Background: an optimization exercise with open tools, aiming at small area and a short achievable clock period. Do not read the settings as production practice.
Only simulation tests tie the RTL to the original design; equivalence was not proved.
No activity file was given, so power comes from the tool's default toggle rates.

==> flow/design.v <==
`timescale 1ns/1ps
`default_nettype none
package pio_pkg;
  typedef logic [31:0] word_t;
  typedef logic [15:0] instr_t;
  typedef logic [4:0]  pc_t;
  typedef logic [4:0]  pin_idx_t;
  typedef logic [15:0] div_t;
  localparam int FIFO_DEPTH = 4;
  localparam int FIFO_AW    = $clog2(FIFO_DEPTH);
  localparam int IMEM_DEPTH = 32;
  localparam logic [5:0] OSR_EMPTY = 6'd32;  
  typedef enum logic [2:0] {
    OP_JMP  = 3'd0,
    OP_WAIT = 3'd1,
    OP_IN   = 3'd2,
    OP_OUT  = 3'd3,
    OP_PULL = 3'd4,
    OP_MOV  = 3'd5,
    OP_IRQ  = 3'd6,
    OP_SET  = 3'd7
  } op_e;
  typedef struct packed {
    op_e        op;     
    logic [4:0] delay;  
    logic [2:0] op1;
    logic [4:0] op2;
  } decoded_t;
  typedef struct packed {
    div_t       div;
    pc_t        wrap_bottom;
    pc_t        wrap_top;
    pin_idx_t   out_base;
    logic [5:0] out_count;  
    pin_idx_t   set_base;
    logic [2:0] set_count;  
    pin_idx_t   jmp_pin;
    pin_idx_t   gpio_sel;
  } sm_cfg_t;
endpackage
`default_nettype wire
`timescale 1ns/1ps
`default_nettype none
module pio_clk_div (
  input  wire logic          clk,
  input  wire logic          rst_n,
  input  wire logic          en,
  input  wire pio_pkg::div_t div,
  output logic               tick
);
  pio_pkg::div_t cnt;  
  always_ff @(posedge clk or negedge rst_n) begin
    if (!rst_n) begin
      cnt  <= '0;
      tick <= 1'b0;
    end else if (!en) begin
      cnt  <= '0;  
      tick <= 1'b0;
    end else if (cnt == '0) begin
      tick <= 1'b1;
      cnt  <= (div > 16'd1) ? div - 16'd1 : '0;  
    end else begin
      tick <= 1'b0;
      cnt  <= cnt - 1'b1;
    end
  end
endmodule
`default_nettype wire
`timescale 1ns/1ps
`default_nettype none
module pio_instr_mem (
  input  wire logic            clk,
  input  wire logic            we,
  input  wire pio_pkg::pc_t    waddr,
  input  wire pio_pkg::instr_t wdata,
  input  wire pio_pkg::pc_t    raddr,
  output pio_pkg::instr_t      rdata
);
  pio_pkg::instr_t mem [pio_pkg::IMEM_DEPTH];
  always_ff @(posedge clk) begin
    if (we) begin
      mem[waddr] <= wdata;
    end
  end
  assign rdata = mem[raddr];  
endmodule
`default_nettype wire
`timescale 1ns/1ps
`default_nettype none
module pio_tx_fifo (
  input  wire logic           clk,
  input  wire logic           rst_n,
  input  wire logic           wr,
  input  wire pio_pkg::word_t wdata,
  input  wire logic           rd,
  output pio_pkg::word_t      rdata,
  output logic                empty,
  output logic                full
);
  pio_pkg::word_t                 mem [pio_pkg::FIFO_DEPTH];
  logic [pio_pkg::FIFO_AW-1:0]    wr_ptr;
  logic [pio_pkg::FIFO_AW-1:0]    rd_ptr;
  logic [pio_pkg::FIFO_AW:0]      count;
  logic                           wr_ok;
  logic                           rd_ok;
  assign wr_ok = wr && !full;  
  assign rd_ok = rd && !empty;
  always_ff @(posedge clk) begin
    if (wr_ok) begin
      mem[wr_ptr] <= wdata;
    end
  end
  always_ff @(posedge clk or negedge rst_n) begin
    if (!rst_n) begin
      wr_ptr <= '0;
      rd_ptr <= '0;
      count  <= '0;
    end else begin
      if (wr_ok) begin
        wr_ptr <= (int'(wr_ptr) == pio_pkg::FIFO_DEPTH - 1) ? '0 : wr_ptr + 1'b1;
      end
      if (rd_ok) begin
        rd_ptr <= (int'(rd_ptr) == pio_pkg::FIFO_DEPTH - 1) ? '0 : rd_ptr + 1'b1;
      end
      case ({wr_ok, rd_ok})
        2'b10:   count <= count + 1'b1;
        2'b01:   count <= count - 1'b1;
        default: count <= count;
      endcase
    end
  end
  assign rdata = mem[rd_ptr];  
  assign empty = (count == '0);
  assign full  = (count == pio_pkg::FIFO_DEPTH);
endmodule
`default_nettype wire
`timescale 1ns/1ps
`default_nettype none
module pio_sm (
  input  wire logic             clk,
  input  wire logic             rst_n,
  input  wire logic             en,
  input  wire logic             tick,
  input  wire pio_pkg::sm_cfg_t cfg,
  input  wire pio_pkg::instr_t  instr,
  input  wire pio_pkg::word_t   gpio_in,
  input  wire pio_pkg::word_t   fifo_data,
  input  wire logic             fifo_empty,
  output logic                  fifo_rd,
  output pio_pkg::pc_t          pc,
  output pio_pkg::word_t        pins_out,
  output pio_pkg::word_t        pin_dirs
);
  pio_pkg::decoded_t d;
  pio_pkg::word_t    x_q;
  pio_pkg::word_t    y_q;
  pio_pkg::word_t    osr;
  logic [5:0]        osr_cnt;    
  logic [4:0]        delay_cnt;
  logic              active;
  logic              exec;
  logic              stall;
  logic              jump;
  logic              pull_pop;
  pio_pkg::pc_t      jump_tgt;
  pio_pkg::pc_t      pc_seq;
  pio_pkg::pc_t      pc_nxt;
  pio_pkg::word_t    x_nxt;
  pio_pkg::word_t    y_nxt;
  pio_pkg::word_t    osr_nxt;
  pio_pkg::word_t    pins_nxt;
  pio_pkg::word_t    dirs_nxt;
  logic [5:0]        osr_cnt_nxt;
  logic [5:0]        out_n;
  logic [6:0]        out_sum;
  pio_pkg::word_t    out_mask;
  pio_pkg::word_t    out_val;
  pio_pkg::word_t    osr_shr;
  function automatic logic [31:0] merge_pins(input logic [31:0] cur,
                                             input logic [31:0] val,
                                             input logic [4:0]  base,
                                             input logic [5:0]  count);
    logic [31:0] res;
    logic [4:0]  off;
    for (int p = 0; p < 32; p++) begin
      off    = p[4:0] - base;
      res[p] = ({1'b0, off} < count) ? val[off] : cur[p];
    end
    merge_pins = res;
  endfunction
  assign d      = instr;
  assign active = en && tick;
  assign out_n    = (d.op2 == 5'd0) ? 6'd32 : {1'b0, d.op2};  
  assign out_mask = (out_n == 6'd32) ? '1 : ((32'd1 << out_n) - 32'd1);
  assign out_val  = osr & out_mask;
  assign osr_shr  = (out_n == 6'd32) ? '0 : (osr >> out_n);
  assign out_sum  = {1'b0, osr_cnt} + {1'b0, out_n};
  assign pc_seq  = (pc == cfg.wrap_top) ? cfg.wrap_bottom : pc + 1'b1;
  assign pc_nxt  = jump ? jump_tgt : pc_seq;
  assign exec    = active && (delay_cnt == 5'd0) && !stall;
  assign fifo_rd = exec && pull_pop;  
  always_comb begin
    stall       = 1'b0;
    jump        = 1'b0;
    jump_tgt    = d.op2;
    pull_pop    = 1'b0;
    x_nxt       = x_q;
    y_nxt       = y_q;
    osr_nxt     = osr;
    osr_cnt_nxt = osr_cnt;
    pins_nxt    = pins_out;
    dirs_nxt    = pin_dirs;
    case (d.op)
      pio_pkg::OP_JMP: begin
        case (d.op1)
          3'd0: jump = 1'b1;
          3'd1: jump = (x_q == '0);
          3'd2: begin
            jump  = (x_q != '0);
            x_nxt = x_q - 1'b1;  
          end
          3'd3: jump = (y_q == '0);
          3'd4: begin
            jump  = (y_q != '0);
            y_nxt = y_q - 1'b1;
          end
          3'd5: jump = (x_q != y_q);
          3'd6: jump = gpio_in[cfg.jmp_pin];
          default: jump = (osr_cnt < pio_pkg::OSR_EMPTY);
        endcase
      end
      pio_pkg::OP_WAIT: stall = (gpio_in[cfg.gpio_sel] != d.op1[2]);
      pio_pkg::OP_OUT: begin
        osr_nxt     = osr_shr;  
        osr_cnt_nxt = (out_sum > {1'b0, pio_pkg::OSR_EMPTY}) ? pio_pkg::OSR_EMPTY
                                                              : out_sum[5:0];
        case (d.op1)
          3'd0: pins_nxt = merge_pins(pins_out, out_val, cfg.out_base, cfg.out_count);
          3'd1: x_nxt = out_val;
          3'd2: y_nxt = out_val;
          3'd4: dirs_nxt = merge_pins(pin_dirs, out_val, cfg.out_base, cfg.out_count);
          3'd5: begin
            jump     = 1'b1;
            jump_tgt = out_val[4:0];
          end
          default: ;  
        endcase
      end
      pio_pkg::OP_PULL: begin
        if (d.op1[2]) begin
          if (!fifo_empty) begin
            osr_nxt     = fifo_data;
            osr_cnt_nxt = '0;
            pull_pop    = 1'b1;
          end else if (d.op1[0]) begin
            stall = 1'b1;  
          end else begin
            osr_nxt     = x_q;
            osr_cnt_nxt = '0;
          end
        end
      end
      pio_pkg::OP_SET: begin
        case (d.op1)
          3'd0: pins_nxt = merge_pins(pins_out, {27'b0, d.op2}, cfg.set_base,
                                      {3'b0, cfg.set_count});
          3'd1: x_nxt = {27'b0, d.op2};
          3'd2: y_nxt = {27'b0, d.op2};
          3'd4: dirs_nxt = merge_pins(pin_dirs, {27'b0, d.op2}, cfg.set_base,
                                      {3'b0, cfg.set_count});
          default: ;
        endcase
      end
      pio_pkg::OP_IN, pio_pkg::OP_MOV, pio_pkg::OP_IRQ: ;  
      default: ;
    endcase
  end
  always_ff @(posedge clk or negedge rst_n) begin
    if (!rst_n) begin
      pc        <= '0;
      x_q       <= '0;
      y_q       <= '0;
      osr_cnt   <= pio_pkg::OSR_EMPTY;
      delay_cnt <= '0;
      pins_out  <= '0;
      pin_dirs  <= '0;
    end else if (active) begin
      if (delay_cnt != 5'd0) begin
        delay_cnt <= delay_cnt - 1'b1;  
      end else if (!stall) begin
        pc        <= pc_nxt;
        x_q       <= x_nxt;
        y_q       <= y_nxt;
        osr_cnt   <= osr_cnt_nxt;
        pins_out  <= pins_nxt;
        pin_dirs  <= dirs_nxt;
        delay_cnt <= d.delay;
      end
    end
  end
  always_ff @(posedge clk or negedge rst_n) begin
    if (!rst_n) begin
      osr <= '0;
    end else if (exec) begin
      osr <= osr_nxt;
    end
  end
endmodule
`default_nettype wire
`timescale 1ns/1ps
`default_nettype none
module pio_top (
  input  wire logic        clk,
  input  wire logic        rst_n,
  input  wire logic        en,
  input  wire logic [54:0] cfg,
  input  wire logic        prog_we,
  input  wire logic [4:0]  prog_addr,
  input  wire logic [15:0] prog_data,
  input  wire logic        tx_wr,
  input  wire logic [31:0] tx_data,
  output logic             tx_full,
  input  wire logic [31:0] gpio_in,
  output logic [31:0]      pins_out,
  output logic [31:0]      pin_dirs,
  output logic [4:0]       pc
);
  pio_pkg::sm_cfg_t cfg_s;
  assign cfg_s = cfg;
  logic            tick;
  pio_pkg::instr_t instr;
  pio_pkg::word_t  fifo_data;
  logic            fifo_empty;
  logic            fifo_rd;
  pio_clk_div u_div (
    .clk   (clk),
    .rst_n (rst_n),
    .en    (en),
    .div   (cfg_s.div),
    .tick  (tick)
  );
  pio_instr_mem u_imem (
    .clk   (clk),
    .we    (prog_we),
    .waddr (prog_addr),
    .wdata (prog_data),
    .raddr (pc),
    .rdata (instr)
  );
  pio_tx_fifo u_fifo (
    .clk   (clk),
    .rst_n (rst_n),
    .wr    (tx_wr),
    .wdata (tx_data),
    .rd    (fifo_rd),
    .rdata (fifo_data),
    .empty (fifo_empty),
    .full  (tx_full)
  );
  pio_sm u_sm (
    .clk        (clk),
    .rst_n      (rst_n),
    .en         (en),
    .tick       (tick),
    .cfg        (cfg_s),
    .instr      (instr),
    .gpio_in    (gpio_in),
    .fifo_data  (fifo_data),
    .fifo_empty (fifo_empty),
    .fifo_rd    (fifo_rd),
    .pc         (pc),
    .pins_out   (pins_out),
    .pin_dirs   (pin_dirs)
  );
endmodule
`default_nettype wire
==> flow/run.sh <==
#!/bin/bash
# synth_recipe.tcl (not shown) runs the flow's synth.tcl, then flattens the netlist and writes it again
# the make line also repeats each setting of config.mk as NAME=value (left out here)
make -C /OpenROAD-flow-scripts/flow DESIGN_CONFIG=/design/flow/config.mk WORK_HOME=/design/flow/orfs CLKGATE_MAP_FILE= SYNTH_SCRIPT=/design/flow/synth_recipe.tcl finish
==> flow/config.mk <==
export PLATFORM = sky130hd
export DESIGN_NAME = pio_top
export DESIGN_NICKNAME = pio_top
export VERILOG_FILES = /design/flow/design.v
export SDC_FILE = /design/flow/constraint.sdc
export NUM_CORES = 4
export LEC_CHECK = 0
export CAP_MARGIN = 20
export CORE_MARGIN = 2
export CORE_UTILIZATION = 40
export PLACE_DENSITY = 0.6
export SLEW_MARGIN = 20
==> flow/constraint.sdc <==
create_clock -name core_clock -period 8.0 [get_ports {clk}]
set_input_delay 1.6000 -clock core_clock [delete_from_list [all_inputs] [get_ports {clk}]]
set_output_delay 1.6000 -clock core_clock [all_outputs]
set_load 0.01 [all_outputs]
==> metrics.log <==
[metrics] result of the run: no timing/DRC/antenna violations
[metrics] endpoints failing setup: 0
[metrics] metal3 WL: 10,190 um
[metrics] part of the Yosys area used for sequential elements: 52.40%
[metrics] # rows: 124
[metrics] number of design rule violations left after detail routing: 0
[metrics] global-route wire length before repair: 209,600 um
[metrics] max-slew violations: 0
[metrics] post-synthesis area per instance: 11.93 um^2
[metrics] type of destination of the critical path: register
[metrics] overflow left after global routing: 0
[metrics] Routed Wire Length: 140,400 um
[metrics] buffer cell driving the clock tree root: sky130_fd_sc_hd__clkbuf_16
[metrics] Core Box Area: 114,500 um^2
[metrics] reg2reg start: u_sm.pc[0]
[metrics] maximum clock rate: 146.5 MHz
[metrics] DR iter-0 viols: 3,585
[metrics] Routability Congestion: 0.9445
[metrics] routed wire length on met2: 64,840 um
[metrics] Slew Limit Headroom: 23.76%
[metrics] Hold Fails Final Rpt: 0
[metrics] clock buffer count from CTS: 89
[metrics] async set-reset flop share out of synthesis: 23.81%
[metrics] required time of the worst setup path: 8.61 ns
[metrics] synthesis-to-finish area growth: 14.33%
[metrics] most common cell after layout, fill and taps aside: sky130_fd_sc_hd__edfxtp_1
[metrics] count of flip-flops with a built-in enable after synthesis: 640
[metrics] arrival time at the worst endpoint: 7.44 ns
[metrics] hold path depth: 2
[metrics] remaining number of nets flagged by the antenna check after routing: 0
[metrics] destination of the worst hold path: u_sm.osr_cnt[3]
[metrics] post-detailed-route wirelength per cell: 25.09 um
[metrics] number of resized instances in the post-cts repair step: 0
[metrics] placed wire-length estimate after detailed placement: 94,150 um
[metrics] area enclosed by the die boundary: 118,300 um^2
[metrics] CTS HTree Levels: 3
[metrics] TNS Setup: 0 ns
[metrics] Worst R2R End: u_sm.pin_dirs[22]
[metrics] netlist area before placement: 46,230 um^2
[metrics] final core area utilization: 46.16%
[metrics] maximum number of pins on one net before global-route repair: 125
[metrics] worst hold path class: reg -> reg
[metrics] maximum net fanout on the critical path: 40
[metrics] placed inst area: 49,880 um^2
[metrics] per-cell via count in the routed design: 6.045
[metrics] Power Density: 295.3 nW/um^2
[metrics] Die Width: 343.9 um
[metrics] worst ir drop on vdd: 246.9 uV
[metrics] clock transition at the registers of the reported paths: 0.06 ns
[metrics] starting density of the core: 40.37%
[metrics] minimum setup slack among reg-to-reg paths: 1.17 ns
[metrics] measured slew at the worst slew-check pin: 1.128 ns
[metrics] period utilisation layout: 85.32%
[metrics] highest layer used for signal routing: met5
[metrics] count of input and output buffers: 214
[metrics] layout cells sized above 1: 13.49%
[metrics] post-synth net total: 4,148
[metrics] number of buffers inserted by hold repair at cts: 0
[metrics] Via Count: 33.83k
[metrics] number of synthesized register bits: 840
[metrics] Met1 Wirelength: 61,420 um
[metrics] worst hold-check slack: 0.5025 ns
[metrics] number of different library cells in the post-synthesis netlist: 113
[metrics] via count of the first global-routing pass: 32.30k
[metrics] CTS tree: built
[metrics] setup repair after global routing missed its margin: no
[metrics] Maximum Capacitance Violations: 0
[metrics] worst clock skew: 0.02882 ns
[metrics] nets@finish: 4,282
[metrics] top flip-flop cell by instance count after synthesis: sky130_fd_sc_hd__edfxtp_1
[metrics] number of I/O pins: 215
[metrics] number of warning messages in the yosys log: 4
[metrics] startpoint type of the worst setup path: register
[metrics] final standard cell area without fillers: 52,850 um^2
[metrics] Filler cells: 10.45k
[metrics] post-synthesis cell count: 3,874
[metrics] antenna violations before repair: 7
[metrics] Setup Crit Path Kind: reg -> reg
[metrics] launch instance of the worst min-delay path: u_sm.osr_cnt[3]
[metrics] Leak Pwr: 18.57 nW
[metrics] maximum root-to-sink buffer count: 3
[metrics] most frequent cells in the layout: 640 x sky130_fd_sc_hd__edfxtp_1, 343 x sky130_fd_sc_hd__nand2_1, 338 x sky130_fd_sc_hd__a21oi_1
[metrics] overall track demand over capacity in global routing: 23.35%
[metrics] total iterations of the first detailed-routing run: 6
[metrics] worst-skew pair later-pin latency: 0.70 ns
[metrics] crit path time final: 6.826 ns
[metrics] clock net sink count: 840
[metrics] Post-CTS Setup Inserts: 0
[metrics] y dimension of the die: 343.9 um
[metrics] R2R cell count: 17
-- critical path, cell delays in order (launching register included) --
cell and delay (ns):
sky130_fd_sc_hd__dfrtp_4 0.90, sky130_fd_sc_hd__buf_4 0.40, sky130_fd_sc_hd__mux2i_1 0.22, sky130_fd_sc_hd__nand2_1 0.09, sky130_fd_sc_hd__nand3_1 0.19, sky130_fd_sc_hd__and4_4 0.56
sky130_fd_sc_hd__nand4_1 0.38, sky130_fd_sc_hd__nand2b_1 0.26, sky130_fd_sc_hd__ha_1 0.53, sky130_fd_sc_hd__inv_1 0.57, sky130_fd_sc_hd__o211ai_1 0.20, sky130_fd_sc_hd__a211oi_1 0.76
sky130_fd_sc_hd__a21oi_1 0.30, sky130_fd_sc_hd__mux2i_1 0.20, sky130_fd_sc_hd__o31ai_1 0.08, sky130_fd_sc_hd__a211oi_1 0.60, sky130_fd_sc_hd__o22ai_1 0.27, sky130_fd_sc_hd__a21oi_1 0.19
-- layout make-up --
| type | instances | area [um^2] | share of cell area, % |
|---|---|---|---|
| diodes | 2 | 5.005 | 0.009470 |
| repair buffers | 309 | 2858 | 5.407 |
| clock buffers | 114 | 2362 | 4.470 |
| inverters | 112 | 425.4 | 0.8050 |
| well taps | 1512 | 1892 | 3.580 |
| clock inverters | 52 | 630.6 | 1.193 |
| flip-flops and latches | 840 | 24240 | 45.86 |
| multi-input cells | 2656 | 20440 | 38.68 |
-- where the power goes --
| group | total, W | switching [W] | internal, W | leakage, nW |
|---|---|---|---|---|
| Clock | 0.00424 | 0.00181 | 0.00244 | 1.45 |
| Combinational | 0.00603 | 0.00380 | 0.00222 | 8.88 |
| Sequential | 0.00534 | 0.000298 | 0.00504 | 8.24 |
-- through the flow --
step	power, W	setup WS [ns]	instances
2_1_floorplan	0.009632	2.016	3874
3_3_place_gp	0.01131	1.072	5429
3_5_place_dp	0.01135	1.063	5429
4_1_cts	0.01562	1.353	5595
5_1_grt	0.01635	0.8982	5597
6_report	0.01561	1.174	5597
-- worst max path at each step --
| stage | slack (ns) | end | start | depth (start not counted) |
|---|---|---|---|---|
| 6_report | 1.17 | u_sm.pin_dirs[22] | u_sm.pc[0] | 17 |
| 5_1_grt | 0.90 | u_sm.pins_out[27] | u_sm.pc[0] | 17 |
| 4_1_cts | 1.35 | u_sm.pin_dirs[22] | u_sm.pc[0] | 17 |
| 3_5_place_dp | 1.06 | u_sm.x_q[16] | cfg[0] | 12 |
| 3_3_place_gp | 1.07 | u_sm.x_q[16] | cfg[0] | 12 |
| 2_1_floorplan | 2.02 | u_fifo.count[2] | u_sm.pc[0] | 28 |
-- flip-flops by register name, indices dropped and copies added (netlist names) --
name            cells
u_imem.mem        512
u_fifo.mem        128
u_sm.osr           32
u_sm.pin_dirs      32
u_sm.pins_out      32
u_sm.x_q           32
u_sm.y_q           32
u_div.cnt          16
u_sm.osr_cnt        6
u_sm.delay_cnt      5
u_sm.pc             5
u_fifo.count        3
u_fifo.rd_ptr       2
u_fifo.wr_ptr       2
u_div.tick          1
-- cells by family (layout without fill, tap and decap cells) --
logic type	count (synthesis)	after routing	synth area share [%]
buf+inv	378	587	3.773
xor+xnor	122	122	2.312
mux	396	396	13.45
simple gates	1049	1049	10.81
compound gates	959	959	13.72
fa+ha+maj	129	129	3.524
flops	840	840	52.40
other cells	1	3	0.008112
-- routing by layer --
metal  vias up  global-route usage [%]
met2      1390                   36.94
li1      15250                       -
met4         8                   6.947
met3       266                   3.875
met5         -                       0
met1     16910                   33.07
-- cells in the mapped netlist, drive strengths merged, types with 12 or more instances --
master	n	area [um^2]
edfxtp	640	19220
nand2	345	1300
a21oi	341	1718
nor2	244	923.4
mux2i	200	2043
dfrtp	199	4980
mux4	170	3874
clkbuf	166	624.3
ha	127	1589
o21ai	121	605.6
nand3	119	620.6
inv	108	410.4
nor3	105	550.5
buf	100	694.4
xnor2	70	613.1
o22ai	52	337.8
xor2	52	455.4
a211oi	48	385.4
a21o	45	337.8
a31oi	44	281.5
o221ai	42	374.1
or3	36	225.2
nor4	35	231.5
a22oi	34	255.2
nand4	31	206.4
o211ai	28	215.2
o31ai	27	207.7
mux2	26	300.3
and2	23	143.9
a2111oi	21	205.2
nor2b	20	125.1
o21a	17	127.6
nand2b	16	100.1
or4	16	123.9
or2	15	93.84
a311oi	13	126.4
and3	13	81.33
a21boi	12	93.83

afterwards: timing with drivers on the ports:
In the flow no input, the clock included, has a driving cell. The finished layout below was timed again as built, in two steps.
Step 1 assumes that a clkbuf_16 drives the clock port and a buf_2 every other input.
Step 2, shift: input delay + t, output delay - t, t = (earliest + latest rising clock arrival at the registers) / 2. This alone moves slack from input paths to output paths.
Three values: ideal ports, drivers, drivers and shift; two values: the first two.
shift t [ns]: 0.758
setup slack, ns: 1.174 / 1.174 / 1.028
worst setup path after step 2: input to register
After both steps this run still meets setup and hold. The setup slack of this run moves by 0.000 ns with the drivers and by -0.146 ns with both steps.
